Source: an optimization exercise on an open RTL-to-GDS flow (aim: small area). Production flows keep margins and buffers that such runs may drop.
In this exercise RTL edits were held to simulation tests only and were not proved equivalent to the original.
Power is estimated from default activity; no workload was simulated.

--- flow/run.sh ---
#!/bin/bash
# synth_recipe.tcl (not shown) runs the flow's synth.tcl, then flattens the netlist and writes it again
# the make line also repeats each setting of config.mk as NAME=value (left out here)
make -C /OpenROAD-flow-scripts/flow DESIGN_CONFIG=/design/flow/config.mk WORK_HOME=/design/flow/orfs CLKGATE_MAP_FILE= SYNTH_SCRIPT=/design/flow/synth_recipe.tcl finish
--- flow/constraint.sdc ---
create_clock -name core_clock -period 15.0 [get_ports {clk}]
set_input_delay 3.0000 -clock core_clock [delete_from_list [all_inputs] [get_ports {clk}]]
set_output_delay 3.0000 -clock core_clock [all_outputs]
set_load 0.01 [all_outputs]
--- flow/design.v ---
package forth_pkg;
	typedef logic [31:0] cell_t;
	typedef logic [7:0]  byte_t;
	typedef logic [2:0]  led_t;
	localparam int STACK_DEPTH = 16;
	typedef logic [$clog2(STACK_DEPTH)-1:0] sp_t;
	localparam int CLKS_PER_BIT = 16;
	typedef logic [$clog2(CLKS_PER_BIT)-1:0] bit_cnt_t;
	localparam byte_t CHAR_ZERO    = "0";
	localparam byte_t CHAR_NINE    = "9";
	localparam byte_t CHAR_ADD     = "+";
	localparam byte_t CHAR_SUB     = "-";
	localparam byte_t CHAR_AND     = "&";
	localparam byte_t CHAR_OR      = "|";
	localparam byte_t CHAR_EQ      = "=";
	localparam byte_t CHAR_DUP     = "d";
	localparam byte_t CHAR_OVER    = "o";
	localparam byte_t CHAR_DROP    = "x";
	localparam byte_t CHAR_NEGATE  = "n";
	localparam byte_t CHAR_NOT     = "~";
	localparam byte_t CHAR_ZERO_EQ = "z";
	localparam byte_t CHAR_EMIT    = ".";
	localparam byte_t CHAR_LED     = "l";
	localparam byte_t CHAR_SPACE   = " ";
	localparam byte_t CHAR_LF      = 8'd10;
	localparam byte_t CHAR_CR      = 8'd13;
	localparam byte_t CHAR_ERROR   = "?";
	typedef enum logic [3:0] {
		OP_NONE, OP_PUSH, OP_ADD, OP_SUB, OP_AND, OP_OR, OP_EQ,
		OP_DUP, OP_OVER, OP_DROP, OP_NEGATE, OP_NOT, OP_ZERO_EQ
	} stack_op_e;
	typedef enum logic [1:0] {IDLE, DECODE, EMIT_WAIT} interp_state_e;
endpackage
`timescale 1ns/1ps
module uart_rx (
	input  logic  clk,
	input  logic  reset,
	input  logic  rx,
	output forth_pkg::byte_t rx_data,
	output logic  rx_valid,
	input  logic  rx_ready
);
	typedef enum logic [1:0] {RX_IDLE, RX_START, RX_DATA, RX_STOP} rx_state_e;
	rx_state_e  state;
	forth_pkg::bit_cnt_t   clk_cnt;
	logic [2:0] bit_idx;
	logic       rx_meta;
	logic       rx_sync;
	logic       bit_end;
	always_ff @(posedge clk or negedge reset) begin
		if (!reset) begin
			rx_meta <= 1'b1;
			rx_sync <= 1'b1;
		end else begin
			rx_meta <= rx;
			rx_sync <= rx_meta;
		end
	end
	assign bit_end = (clk_cnt == forth_pkg::bit_cnt_t'(forth_pkg::CLKS_PER_BIT - 1));
	always_ff @(posedge clk or negedge reset) begin
		if (!reset) begin
			state    <= RX_IDLE;
			clk_cnt  <= '0;
			bit_idx  <= '0;
			rx_valid <= 1'b0;
		end else begin
			if (rx_valid && rx_ready) begin
				rx_valid <= 1'b0;
			end
			case (state)
				RX_IDLE: begin
					clk_cnt <= '0;
					bit_idx <= '0;
					if (!rx_sync && !rx_valid) begin
						state <= RX_START;
					end
				end
				RX_START: begin
					if (clk_cnt == forth_pkg::bit_cnt_t'(forth_pkg::CLKS_PER_BIT / 2 - 1)) begin
						clk_cnt <= '0;
						state   <= rx_sync ? RX_IDLE : RX_DATA;
					end else begin
						clk_cnt <= clk_cnt + 1'b1;
					end
				end
				RX_DATA: begin
					if (bit_end) begin
						clk_cnt <= '0;
						bit_idx <= bit_idx + 1'b1;
						if (bit_idx == 3'd7) begin
							state <= RX_STOP;
						end
					end else begin
						clk_cnt <= clk_cnt + 1'b1;
					end
				end
				RX_STOP: begin
					if (bit_end) begin
						clk_cnt <= '0;
						state   <= RX_IDLE;
						if (rx_sync) begin
							rx_valid <= 1'b1;
						end
					end else begin
						clk_cnt <= clk_cnt + 1'b1;
					end
				end
				default: state <= RX_IDLE;
			endcase
		end
	end
	always_ff @(posedge clk) begin
		if (state == RX_DATA && bit_end) begin
			rx_data <= {rx_sync, rx_data[7:1]};
		end
	end
endmodule
`timescale 1ns/1ps
module uart_tx (
	input  logic  clk,
	input  logic  reset,
	input  forth_pkg::byte_t tx_data,
	input  logic  tx_valid,
	output logic  tx_ready,
	output logic  tx
);
	typedef enum logic [1:0] {TX_IDLE, TX_START, TX_DATA, TX_STOP} tx_state_e;
	tx_state_e  state;
	forth_pkg::bit_cnt_t   clk_cnt;
	logic [2:0] bit_idx;
	forth_pkg::byte_t      shift;
	logic       bit_end;
	assign tx_ready = (state == TX_IDLE);
	assign bit_end  = (clk_cnt == forth_pkg::bit_cnt_t'(forth_pkg::CLKS_PER_BIT - 1));
	always_ff @(posedge clk or negedge reset) begin
		if (!reset) begin
			state   <= TX_IDLE;
			clk_cnt <= '0;
			bit_idx <= '0;
			tx      <= 1'b1;
		end else begin
			if (state != TX_IDLE) begin
				clk_cnt <= bit_end ? '0 : clk_cnt + 1'b1;
			end
			case (state)
				TX_IDLE: begin
					clk_cnt <= '0;
					bit_idx <= '0;
					if (tx_valid) begin
						tx    <= 1'b0;
						state <= TX_START;
					end
				end
				TX_START: begin
					if (bit_end) begin
						tx    <= shift[0];
						state <= TX_DATA;
					end
				end
				TX_DATA: begin
					if (bit_end) begin
						bit_idx <= bit_idx + 1'b1;
						tx      <= (bit_idx == 3'd7) ? 1'b1 : shift[0];
						if (bit_idx == 3'd7) begin
							state <= TX_STOP;
						end
					end
				end
				TX_STOP: begin
					if (bit_end) begin
						state <= TX_IDLE;
					end
				end
				default: state <= TX_IDLE;
			endcase
		end
	end
	always_ff @(posedge clk) begin
		if (tx_ready && tx_valid) begin
			shift <= tx_data;
		end else if (bit_end && (state == TX_START || state == TX_DATA)) begin
			shift <= shift >> 1;
		end
	end
endmodule
`timescale 1ns/1ps
module data_stack (
	input  logic      clk,
	input  logic      reset,
	input  forth_pkg::stack_op_e stack_op,
	input  forth_pkg::cell_t     push_data,
	output forth_pkg::cell_t     top
);
	forth_pkg::cell_t cells [forth_pkg::STACK_DEPTH];
	forth_pkg::sp_t   sp;
	forth_pkg::sp_t   sp_up;
	forth_pkg::sp_t   sp_dn;
	forth_pkg::cell_t second;
	logic  wr_en;
	forth_pkg::sp_t   wr_addr;
	forth_pkg::cell_t wr_data;
	forth_pkg::sp_t   sp_next;
	assign sp_up  = sp + 1'b1;
	assign sp_dn  = sp - 1'b1;
	assign top    = cells[sp];
	assign second = cells[sp_dn];
	always_comb begin
		wr_en   = 1'b1;
		wr_addr = sp_dn;
		wr_data = top;
		sp_next = sp_dn;
		case (stack_op)
			forth_pkg::OP_PUSH: begin
				wr_addr = sp_up;
				wr_data = push_data;
				sp_next = sp_up;
			end
			forth_pkg::OP_ADD: wr_data = second + top;
			forth_pkg::OP_SUB: wr_data = second - top;
			forth_pkg::OP_AND: wr_data = second & top;
			forth_pkg::OP_OR:  wr_data = second | top;
			forth_pkg::OP_EQ:  wr_data = (second == top) ? '1 : '0;
			forth_pkg::OP_DUP: begin
				wr_addr = sp_up;
				sp_next = sp_up;
			end
			forth_pkg::OP_OVER: begin
				wr_addr = sp_up;
				wr_data = second;
				sp_next = sp_up;
			end
			forth_pkg::OP_DROP: wr_en = 1'b0;
			forth_pkg::OP_NEGATE: begin
				wr_addr = sp;
				wr_data = -top;
				sp_next = sp;
			end
			forth_pkg::OP_NOT: begin
				wr_addr = sp;
				wr_data = ~top;
				sp_next = sp;
			end
			forth_pkg::OP_ZERO_EQ: begin
				wr_addr = sp;
				wr_data = (top == '0) ? '1 : '0;
				sp_next = sp;
			end
			default: begin
				wr_en   = 1'b0;
				sp_next = sp;
			end
		endcase
	end
	always_ff @(posedge clk or negedge reset) begin
		if (!reset) begin
			sp <= '0;
			for (int i = 0; i < forth_pkg::STACK_DEPTH; i++) begin
				cells[i] <= '0;
			end
		end else begin
			sp <= sp_next;
			if (wr_en) begin
				cells[wr_addr] <= wr_data;
			end
		end
	end
endmodule
`timescale 1ns/1ps
module forth_interp (
	input  logic      clk,
	input  logic      reset,
	input  forth_pkg::byte_t     rx_data,
	input  logic      rx_valid,
	output logic      rx_ready,
	output forth_pkg::stack_op_e stack_op,
	output forth_pkg::cell_t     push_data,
	input  forth_pkg::cell_t     top,
	output forth_pkg::byte_t     tx_data,
	output logic      tx_valid,
	input  logic      tx_ready,
	output logic      led_r,
	output logic      led_g,
	output logic      led_b
);
	forth_pkg::interp_state_e state;
	forth_pkg::byte_t         word_q;
	forth_pkg::led_t          led_q;
	forth_pkg::stack_op_e     dec_op;
	logic          is_emit;
	logic          is_led;
	logic          is_error;
	assign rx_ready  = (state == forth_pkg::IDLE);
	assign stack_op  = (state == forth_pkg::DECODE) ? dec_op : forth_pkg::OP_NONE;
	assign push_data = forth_pkg::cell_t'(word_q - forth_pkg::CHAR_ZERO);
	assign led_g = led_q[0];
	assign led_b = led_q[1];
	assign led_r = led_q[2];
	always_comb begin
		dec_op   = forth_pkg::OP_NONE;
		is_emit  = 1'b0;
		is_led   = 1'b0;
		is_error = 1'b0;
		if (word_q >= forth_pkg::CHAR_ZERO && word_q <= forth_pkg::CHAR_NINE) begin
			dec_op = forth_pkg::OP_PUSH;
		end else if (word_q == forth_pkg::CHAR_SPACE ||
			(word_q >= forth_pkg::CHAR_LF && word_q <= forth_pkg::CHAR_CR)) begin
			dec_op = forth_pkg::OP_NONE;
		end else begin
			case (word_q)
				forth_pkg::CHAR_ADD:     dec_op = forth_pkg::OP_ADD;
				forth_pkg::CHAR_SUB:     dec_op = forth_pkg::OP_SUB;
				forth_pkg::CHAR_AND:     dec_op = forth_pkg::OP_AND;
				forth_pkg::CHAR_OR:      dec_op = forth_pkg::OP_OR;
				forth_pkg::CHAR_EQ:      dec_op = forth_pkg::OP_EQ;
				forth_pkg::CHAR_DUP:     dec_op = forth_pkg::OP_DUP;
				forth_pkg::CHAR_OVER:    dec_op = forth_pkg::OP_OVER;
				forth_pkg::CHAR_DROP:    dec_op = forth_pkg::OP_DROP;
				forth_pkg::CHAR_NEGATE:  dec_op = forth_pkg::OP_NEGATE;
				forth_pkg::CHAR_NOT:     dec_op = forth_pkg::OP_NOT;
				forth_pkg::CHAR_ZERO_EQ: dec_op = forth_pkg::OP_ZERO_EQ;
				forth_pkg::CHAR_EMIT: begin
					dec_op  = forth_pkg::OP_DROP;
					is_emit = 1'b1;
				end
				forth_pkg::CHAR_LED: begin
					dec_op = forth_pkg::OP_DROP;
					is_led = 1'b1;
				end
				default: is_error = 1'b1;
			endcase
		end
	end
	always_ff @(posedge clk or negedge reset) begin
		if (!reset) begin
			state    <= forth_pkg::IDLE;
			tx_valid <= 1'b0;
			led_q    <= '1;
		end else begin
			case (state)
				forth_pkg::IDLE: begin
					if (rx_valid) begin
						state <= forth_pkg::DECODE;
					end
				end
				forth_pkg::DECODE: begin
					if (is_led) begin
						led_q <= ~top[2:0];
					end
					if (is_emit || is_error) begin
						tx_valid <= 1'b1;
						state    <= forth_pkg::EMIT_WAIT;
					end else begin
						state <= forth_pkg::IDLE;
					end
				end
				forth_pkg::EMIT_WAIT: begin
					if (tx_ready) begin
						tx_valid <= 1'b0;
						state    <= forth_pkg::IDLE;
					end
				end
				default: state <= forth_pkg::IDLE;
			endcase
		end
	end
	always_ff @(posedge clk) begin
		if (state == forth_pkg::IDLE && rx_valid) begin
			word_q <= rx_data;
		end
		if (state == forth_pkg::DECODE) begin
			tx_data <= is_emit ? top[7:0] : forth_pkg::CHAR_ERROR;
		end
	end
endmodule
`timescale 1ns/1ps
module forth_serial (
	input  logic clk,
	input  logic reset,
	input  logic rx,
	output logic tx,
	output logic led_r,
	output logic led_g,
	output logic led_b
);
	forth_pkg::byte_t     rx_data;
	logic      rx_valid;
	logic      rx_ready;
	forth_pkg::byte_t     tx_data;
	logic      tx_valid;
	logic      tx_ready;
	forth_pkg::stack_op_e stack_op;
	forth_pkg::cell_t     push_data;
	forth_pkg::cell_t     top;
	uart_rx u_uart_rx (
		.clk      (clk),
		.reset    (reset),
		.rx       (rx),
		.rx_data  (rx_data),
		.rx_valid (rx_valid),
		.rx_ready (rx_ready)
	);
	forth_interp u_forth_interp (
		.clk       (clk),
		.reset     (reset),
		.rx_data   (rx_data),
		.rx_valid  (rx_valid),
		.rx_ready  (rx_ready),
		.stack_op  (stack_op),
		.push_data (push_data),
		.top       (top),
		.tx_data   (tx_data),
		.tx_valid  (tx_valid),
		.tx_ready  (tx_ready),
		.led_r     (led_r),
		.led_g     (led_g),
		.led_b     (led_b)
	);
	data_stack u_data_stack (
		.clk       (clk),
		.reset     (reset),
		.stack_op  (stack_op),
		.push_data (push_data),
		.top       (top)
	);
	uart_tx u_uart_tx (
		.clk      (clk),
		.reset    (reset),
		.tx_data  (tx_data),
		.tx_valid (tx_valid),
		.tx_ready (tx_ready),
		.tx       (tx)
	);
endmodule
--- flow/config.mk ---
export PLATFORM = sky130hd
export DESIGN_NAME = forth_serial
export DESIGN_NICKNAME = forth_serial
export VERILOG_FILES = /design/flow/design.v
export SDC_FILE = /design/flow/constraint.sdc
export NUM_CORES = 4
export LEC_CHECK = 0
export CAP_MARGIN = 20
export CORE_MARGIN = 2
export CORE_UTILIZATION = 40
export SLEW_MARGIN = 20
==> summary.txt <==
==> state kept, by name, indices dropped and copies added (netlist names) <==
| name | count |
|---|---|
| u_data_stack.cells | 512 |
| u_forth_interp.tx_data | 8 |
| u_forth_interp.word_q | 8 |
| u_uart_rx.rx_data | 8 |
| u_uart_tx.shift | 8 |
| u_data_stack.sp | 4 |
| u_uart_rx.clk_cnt | 4 |
| u_uart_tx.clk_cnt | 4 |
| u_forth_interp.led_q | 3 |
| u_uart_rx.bit_idx | 3 |
| u_uart_tx.bit_idx | 3 |
| u_forth_interp.state | 2 |
| u_uart_rx.state | 2 |
| u_uart_tx.state | 2 |
| u_forth_interp.tx_valid | 1 |
| u_uart_rx.rx_meta | 1 |
| u_uart_rx.rx_sync | 1 |
| u_uart_rx.rx_valid | 1 |
| u_uart_tx.tx | 1 |
==> worst reg2reg max path, stage by stage, from the launching register on <==
cell and delay, ns:
dfrtp_1 0.56, clkinv_1 0.31, ha_1 0.82, or3b_2 0.64, nor2_1 0.88, a22o_1 0.39, buf_4 0.55, a221oi_1 0.21
a41oi_1 0.91, ha_1 0.45, nor2_1 0.23, o2111ai_1 0.14, and3_1 0.25, o2111ai_1 0.50, a311oi_1 0.33, o41ai_1 0.46
xor2_1 0.16, a2111o_1 0.44, o221ai_1 0.83, o21ai_0 0.25
==> cell type report <==
| class | count | area, sq um |
|---|---|---|
| Sequential cell | 576 | 14600 |
| Timing Repair Buffer | 118 | 956 |
| Fill cell | 8867 | 51600 |
| Inverter | 119 | 447 |
| Clock buffer | 90 | 1800 |
| Tap cell | 1186 | 1480 |
| Antenna cell | 3 | 7.51 |
| Clock inverter | 24 | 307 |
| Multi-Input combinational cell | 2979 | 20300 |
==> cell usage after synthesis, types with 24 or more instances <==
master      n  area share
a211oi_1   43      0.0088
a21oi_1   164       0.022
a221oi_1   72       0.017
a222oi_1   53       0.014
a22o_1     71       0.017
a22oi_1   175       0.036
a31oi_1    39      0.0066
and3_1     45      0.0076
buf_2     102       0.014
buf_4      29      0.0059
buf_6      28      0.0086
clkbuf_1  170       0.017
dfrtp_1   538        0.37
edfxtp_1   32       0.026
ha_1      116       0.039
inv_1     116       0.012
mux2_2    209       0.064
mux2i_1    45       0.012
nand2_1   509       0.052
nand2b_1   28      0.0048
nand3_1   123       0.017
nand4_1    27      0.0046
nor2_1    194       0.020
nor2b_1    24      0.0041
nor3_1     56      0.0076
o211ai_1   36      0.0073
o21ai_0   408       0.055
o22ai_1    33      0.0056
xnor2_1    46       0.011
==> worst paths after layout <==
path | slack [ns] | cells past startpoint | to
hold reg to reg | 0.36 | 0 | u_uart_rx.rx_sync$_DFF_PN1_
setup / recovery | 5.52 | 19 | u_data_stack.cells[11][31]$_DFFE_PN0P_
hold / removal | 0.36 | 0 | u_uart_rx.rx_sync$_DFF_PN1_
min in group asynchronous | 2.43 | 1 | u_data_stack.cells[7][3]$_DFFE_PN0P_
setup reg to reg | 5.52 | 19 | u_data_stack.cells[11][31]$_DFFE_PN0P_
max in group asynchronous | 10.25 | 3 | u_data_stack.cells[14][11]$_DFFE_PN0P_
==> cell usage in the layout, fill, tap and decap left out, types with 62 or more instances in the layout <==
master	count
a221oi_1	72
inv_1	115
mux2_2	209
buf_4	107
a22oi_1	175
clkbuf_16	62
nand2_1	507
nor2_1	194
o21ai_0	404
ha_1	112
nand3_1	107
dfrtp_1	536
a22o_1	71
a21oi_1	160
==> cell families after synthesis <==
kind of cell	Yosys count	synth area share
mux	258	0.0785
simple gates	1129	0.143
flops	576	0.396
buf+inv	460	0.0598
compound gates	1419	0.269
xor+xnor	55	0.0131
fa+ha+maj	118	0.0405
==> metrics by stage <==
stage / utilization / setup slack, ns
2_1_floorplan: - / 8.28
3_3_place_gp: 0.413 / 6.10
3_5_place_dp: 0.413 / 5.95
4_1_cts: 0.436 / 5.91
5_1_grt: 0.436 / 5.25
6_report: 0.436 / 5.52
==> layer usage <==
metal  wire length [um]  GRT usage  vias up  part of all wire
met2              62500      0.453     2363              0.42
li1                   -          -    14800                 -
met3              17600     0.0690      518              0.12
met5                 31          0        -           0.00021
met1              61400      0.437    16900              0.41
met4               8520      0.147        4             0.057
==> where the power goes <==
part	switching, mW	total, mW	leakage [nW]	internal, mW
registers	0.0418	1.64	7.85	1.60
logic	1.18	1.76	7.67	0.576
clock network	0.678	1.61	1.03	0.932
==> results.sh <==
export IMPL_yosys_warnings=5
export IMPL_placeableCoreArea_sq_mm=0.0915
export IMPL_avgSynthCellArea_sq_um=9.18
export IMPL_clk_pin_slew_ns=0.06
export IMPL_areaGrowthSynthToFinish_pct=8.33
export IMPL_io_pins=7
export IMPL_via_per_inst=6.78
export IMPL_die_h_um=308
export IMPL_relSlewSlack=0.219
export IMPL_die_area_sq_mm=0.0946
export IMPL_endpoint_kind="flop"
export IMPL_synth_edff_count=32
export IMPL_hp_start="u_uart_rx.rx_meta$_DFF_PN1_"
export IMPL_tns_ns=0
export IMPL_clockBufferDepth=3
export IMPL_grt_pass1_vias=32000
export IMPL_fp_dieW_um=308
export IMPL_insertion_delay_ns=0.67
export IMPL_min_period_over_period=0.632
export IMPL_synthFlopType="dfrtp_1"
export IMPL_power_density_mw_per_mm2=125
export IMPL_drc_errors=0
export IMPL_wl_um=150000
export IMPL_rsz0062_at_grt="false"
export IMPL_hold_buffers=0
export IMPL_ant_nets=0
export IMPL_crit_family="compound AO/OA/AOI/OAI gates"
export IMPL_maxCapViolCount=0
export IMPL_cts_resized=0
export IMPL_grt_max_degree=157
export IMPL_drive_above_1_share=0.139
export IMPL_leakage_nw=16.6
export IMPL_vias=34600
export IMPL_fin_crit_ns=9.48
export IMPL_worstHoldPathType="reg -> reg"
export IMPL_cp_startpoint="u_data_stack.sp[0]$_DFFE_PN0P_"
export IMPL_ys_seq_elements=576
export IMPL_cts_setup_buffers=0
export IMPL_syn_instance_count=4015
export IMPL_start_util=0.403
export IMPL_worst_pin_slew_ns=1.16
export IMPL_crit_path_top_delay_cell="a41oi_1"
export IMPL_max_freq_mhz=106
export IMPL_cts_root_buf="clkbuf_16"
export IMPL_place_inst=4976
export IMPL_numCtsBuffers=61
export IMPL_final_cells=5095
export IMPL_arrival_ns=9.97
export IMPL_stdcell_area_sq_mm=0.0399
export IMPL_ir_drop_mv=0.0945
export IMPL_critPathKind="reg -> reg"
export IMPL_setup_viol=0
export IMPL_firstDrtPassIters=7
export IMPL_cts_sinks=576
export IMPL_cpPeakStageDelay_ns=0.91
export IMPL_p_total_mw=5.01
export IMPL_gp_congestion=0.979
export IMPL_crit_required_ns=15.50
export IMPL_clock_skew_ns=0.0332
export IMPL_syn_area_sq_mm=0.0369
export IMPL_cts_tree="built"
export IMPL_yosysSeqAreaShare=0.396
export IMPL_cp_start_kind="flop"
export IMPL_antenna_found_initial=4
export IMPL_rows=111
export IMPL_gr_total_overflow=0
export IMPL_report_final_slew_viol_count=0
export IMPL_worstPathMaxFanout=24
export IMPL_crit_path_cell_trace="clkinv_1 > ha_1 > or3b_2 > nor2_1 > a22o_1 > buf_4 > a221oi_1 > a41oi_1 > ha_1 > nor2_1 > o2111ai_1 > and3_1 > o2111ai_1 > a311oi_1 > o41ai_1 > xor2_1 > a2111o_1 > o221ai_1 > o21ai_0"
export IMPL_place_hpwl_um=95100
export IMPL_status="timing/DRC/antenna clean"
export IMPL_syn_num_nets=4136
export IMPL_port_buffers=6
export IMPL_async_reset_ff_frac=0.944
export IMPL_grt_use_total=0.311
export IMPL_wl_per_cell_um=29.4
export IMPL_hold_violations=0
export IMPL_drt_iter0_drc=5407
export IMPL_final_nets=3976
export IMPL_ctsHtreeMaxLevel=2
export IMPL_r2r_start="u_data_stack.sp[0]$_DFFE_PN0P_"
export IMPL_ys_types=112
export IMPL_path_buf_inv=2
export IMPL_post_dp_cell_area_sq_mm=0.0378
export IMPL_hold_ws_ns=0.357
export IMPL_grt_pass1_wl_um=221000

==> static timing again, ports no longer ideal <==
Ports are ideal in the flow. The routed layout listed here was re-timed in OpenROAD.
Step 1 (the two cells are an assumption about what drives the block):
set clk [get_ports {clk}]
set_driving_cell -lib_cell sky130_fd_sc_hd__clkbuf_16 $clk
set_driving_cell -lib_cell sky130_fd_sc_hd__buf_2 [delete_from_list [all_inputs] $clk]
Step 2 adds t to the input delays and takes it off the output delays; t is the mean of the earliest and latest rising clock arrival at the registers after step 1. Input paths then give back, and output paths get back, about the clock's delay inside the block.
Slacks: ideal / step 1 / step 2; pairs: ideal / step 1.
t (ns): 0.720
setup WS [ns]: 5.523 / 5.523 / 5.523
clock arrival spread, ns: 0.033 / 0.033
worst data-port slew with drivers (ns): 0.05
pins driven straight from the clock port: 1
After both steps setup and hold are still met in this run. For this run, drivers alone change the setup slack by 0.000 ns; drivers and shift together by 0.000 ns.
